Background: an optimization exercise with open tools, aiming at small area. Do not read the settings as production practice. In this exercise RTL edits were held to simulation tests only and were not proved equivalent to the original. No activity file was given, so power comes from the tool's default toggle rates.

==> module block_nms_top, before the edit <==
module block_nms_top (
    input  logic       clk,
    input  logic       rst_n,
    input  logic       cfg_valid,
    input  logic [6:0] cfg_width,
    input  logic [6:0] cfg_height,
    input  logic       in_valid,
    input  logic [7:0] in_score,
    output logic       out_valid,
    output logic [7:0] out_score,
    output logic       out_last
);
    logic [5:0] wm1;         
    logic [3:0] bands_left;  
    logic [5:0] x_cnt;
    logic [1:0] y_off;
    logic accept, row_last, band_last, frame_last;
    assign accept     = in_valid;
    assign row_last   = (x_cnt == wm1);
    assign band_last  = row_last && (y_off == 2'd3);
    assign frame_last = band_last && (bands_left == 4'd0);
    always_ff @(posedge clk or negedge rst_n) begin
        if (!rst_n) begin
            x_cnt <= '0;
            y_off <= '0;
        end else begin
            if (accept) begin
                if (row_last) begin
                    x_cnt <= '0;
                    y_off <= y_off + 1'b1;
                end else begin
                    x_cnt <= x_cnt + 1'b1;
                end
            end
        end
    end
    always_ff @(posedge clk) begin
        if (cfg_valid) begin
            wm1        <= 6'(cfg_width - 7'd1);
            bands_left <= 4'(cfg_height[6:2] - 5'd1);
        end else if (accept && band_last) begin
            bands_left <= bands_left - 1'b1;
        end
    end
    logic [7:0] acc_score [16];
    logic [3:0] acc_pos   [16];
    logic [3:0] blk;
    logic       first;
    logic       upd;
    assign blk   = x_cnt[5:2];
    assign first = (y_off == 2'd0) && (x_cnt[1:0] == 2'd0);
    logic [15:0] cmp_sel;
    logic [7:0]  cur_score;
    always_comb begin
        cur_score = '0;
        for (int k = 0; k < 16; k++) begin
            cmp_sel[k] = (blk == 4'(k));
            cur_score  = cur_score | ({8{cmp_sel[k]}} & acc_score[k]);
        end
    end
    assign upd   = accept && (first || (in_score > cur_score));
    always_ff @(posedge clk) begin
        if (upd) begin
            acc_score[blk] <= in_score;
            acc_pos[blk]   <= {y_off, x_cnt[1:0]};
        end
    end
    logic band_done;
    logic band_end;
    always_ff @(posedge clk) begin
        band_done <= accept && band_last;
    end
    assign band_end = (bands_left == 4'hf);
    logic [7:0] drn_score [16];
    logic [3:0] drn_pos   [16];
    logic [5:0] drn_wm1;
    always_ff @(posedge clk) begin
        if (band_done) begin
            for (int k = 0; k < 16; k++) begin
                drn_score[k] <= acc_score[k];
                drn_pos[k]   <= acc_pos[k];
            end
            drn_wm1   <= wm1;
        end
    end
    logic       active;
    logic       drn_end;
    logic [5:0] d_col;
    logic [1:0] d_row;
    logic       d_row_end, d_last;
    assign d_row_end = (d_col == drn_wm1);
    assign d_last    = d_row_end && (d_row == 2'd3);
    always_ff @(posedge clk or negedge rst_n) begin
        if (!rst_n) begin
            active <= 1'b0;
        end else if (band_done) begin
            active <= 1'b1;
        end else if (active && d_last) begin
            active <= 1'b0;
        end
    end
    always_ff @(posedge clk) begin
        if (band_done) begin
            drn_end <= band_end;
            d_col   <= '0;
            d_row   <= '0;
        end else if (active) begin
            if (d_row_end) begin
                d_col <= '0;
                d_row <= d_row + 1'b1;
            end else begin
                d_col <= d_col + 1'b1;
            end
        end
    end
    logic [7:0] rd_score;
    logic [3:0] rd_pos;
    logic       hit;
    logic [15:0] rd_sel;
    always_comb begin
        rd_score = '0;
        rd_pos   = '0;
        for (int k = 0; k < 16; k++) begin
            rd_sel[k] = (d_col[5:2] == 4'(k));
            rd_score  = rd_score | ({8{rd_sel[k]}} & drn_score[k]);
            rd_pos    = rd_pos   | ({4{rd_sel[k]}} & drn_pos[k]);
        end
    end
    assign hit      = (rd_pos == {d_row, d_col[1:0]});
    logic       v_q, l_q;
    logic [7:0] s_q;
    always_ff @(posedge clk) begin
        v_q       <= active;
        l_q       <= active && d_last && drn_end;
        out_valid <= v_q;
        out_last  <= l_q;
        s_q       <= hit ? rd_score : 8'd0;
        out_score <= s_q;
    end
endmodule
clock: 8.0 ns
lec_check: 0
abc_area: 1
cap_margin: 20
core_margin: 2
core_utilization: 80
place_density: 0.88
slew_margin: 20
buffer_ports_args: -buffer_cell sky130_fd_sc_hd__buf_1
cts_args: -sink_clustering_enable -repair_clock_nets -sink_clustering_size 30 -sink_clustering_max_diameter 100 -dont_use_dummy_load -root_buf sky130_fd_sc_hd__clkbuf_8 -tree_buf sky130_fd_sc_hd__clkbuf_8 -buf_list sky130_fd_sc_hd__clkbuf_16
standard.sh (not shown) runs the stock make flow with config.mk's settings and CLKGATE_MAP_FILE= SYNTH_SCRIPT=/design/flow/synth_recipe.tcl, a recipe that flattens the netlist after the stock synthesis.
==> flow/flow/run.sh <==
#!/bin/bash
# The standard layout with two changes:
# - synthesis: ABC maps the combinational logic with an area-oriented script
#   (flow/abc_area.script) instead of ORFS's. Registers, flattening and
#   renaming are the standard synthesis's, since only the ABC script differs.
# - placement: every input and output port still gets a buffer, but the
#   smallest one (buf_1); repair_design sizes it up where a net needs it.
# - clock tree: no dummy loads, and clkbuf_8 above the leaf level.
set -e -o pipefail
W=$PWD

# a private copy of the ORFS scripts with the ABC script replaced
rm -rf "$W/scripts"
cp -r "$FLOW_HOME/scripts" "$W/scripts"
cp "$W/flow/abc_area.script" "$W/scripts/abc_area.script"
export SCRIPTS_DIR="$W/scripts"

# settings ORFS reads from the design config
cat >> "$W/config.mk" <<'EOC'
export BUFFER_PORTS_ARGS = -buffer_cell sky130_fd_sc_hd__buf_1
export CTS_ARGS = -sink_clustering_enable -repair_clock_nets -sink_clustering_size 30 -sink_clustering_max_diameter 100 -dont_use_dummy_load -root_buf sky130_fd_sc_hd__clkbuf_8 -tree_buf sky130_fd_sc_hd__clkbuf_8 -buf_list sky130_fd_sc_hd__clkbuf_16
EOC

bash standard.sh > "$W/standard.log" 2>&1
==> flow/flow/abc_area.script <==
strash
ifraig
dc2
strash
&get -n
&dch -f
&nf -a -R 1000
&put
topo
Next try:
--- a/flow/design.v
+++ b/flow/design.v
@@ -47,20 +47,11 @@
     logic [3:0] blk;
     logic       first;
     logic       upd;
     assign blk   = x_cnt[5:2];
     assign first = (y_off == 2'd0) && (x_cnt[1:0] == 2'd0);
-    logic [15:0] cmp_sel;
-    logic [7:0]  cur_score;
-    always_comb begin
-        cur_score = '0;
-        for (int k = 0; k < 16; k++) begin
-            cmp_sel[k] = (blk == 4'(k));
-            cur_score  = cur_score | ({8{cmp_sel[k]}} & acc_score[k]);
-        end
-    end
-    assign upd   = accept && (first || (in_score > cur_score));
+    assign upd   = accept && (first || (in_score > acc_score[blk]));
     always_ff @(posedge clk) begin
         if (upd) begin
             acc_score[blk] <= in_score;
             acc_pos[blk]   <= {y_off, x_cnt[1:0]};
         end
@@ -114,20 +105,12 @@
         end
     end
     logic [7:0] rd_score;
     logic [3:0] rd_pos;
     logic       hit;
-    logic [15:0] rd_sel;
-    always_comb begin
-        rd_score = '0;
-        rd_pos   = '0;
-        for (int k = 0; k < 16; k++) begin
-            rd_sel[k] = (d_col[5:2] == 4'(k));
-            rd_score  = rd_score | ({8{rd_sel[k]}} & drn_score[k]);
-            rd_pos    = rd_pos   | ({4{rd_sel[k]}} & drn_pos[k]);
-        end
-    end
+    assign rd_score = drn_score[d_col[5:2]];
+    assign rd_pos   = drn_pos[d_col[5:2]];
     assign hit      = (rd_pos == {d_row, d_col[1:0]});
     logic       v_q, l_q;
     logic [7:0] s_q;
     always_ff @(posedge clk) begin
         v_q       <= active;
Outcome: The new run went through all stages and came out clean. Worst hold slack hardly moves. Global-route usage grows by 0.68 points. Maximum frequency rises by 7.9%. Clock skew shrinks by 0.019 ns. Setup slack improves by 0.45 ns. Routed wire length is higher by 1.3%. Register-to-register slack improves by 0.45 ns. Critical path depth came out higher by 1. Non-clock buffer count is higher by 5. Design area increases by about 0.32%. Power came out higher by 0.80%. Sequential power hardly moves.

re-timing with driven ports:
The results above use ideal ports. As a check the final layouts listed here were re-extracted and re-timed, cells and wires unchanged. Step 1 assumes that a clkbuf_16 drives the clock port and a buf_2 every other input. Step 2 times the ports against the registers' clock, not the clock port: input delays grow and output delays shrink by t, the midpoint of the rising clock arrivals with the driver on. Three values: ideal, step 1, step 2; two values: the first two.
run	t, ns	slack for setup (ns)	worst register clock-pin slew, ns
the first run	0.632	1.870 / 1.870 / 1.870	0.12 / 0.12
the second run	0.628	2.321 / 2.321 / 2.321	0.12 / 0.12
After both steps every run listed still meets setup and hold.
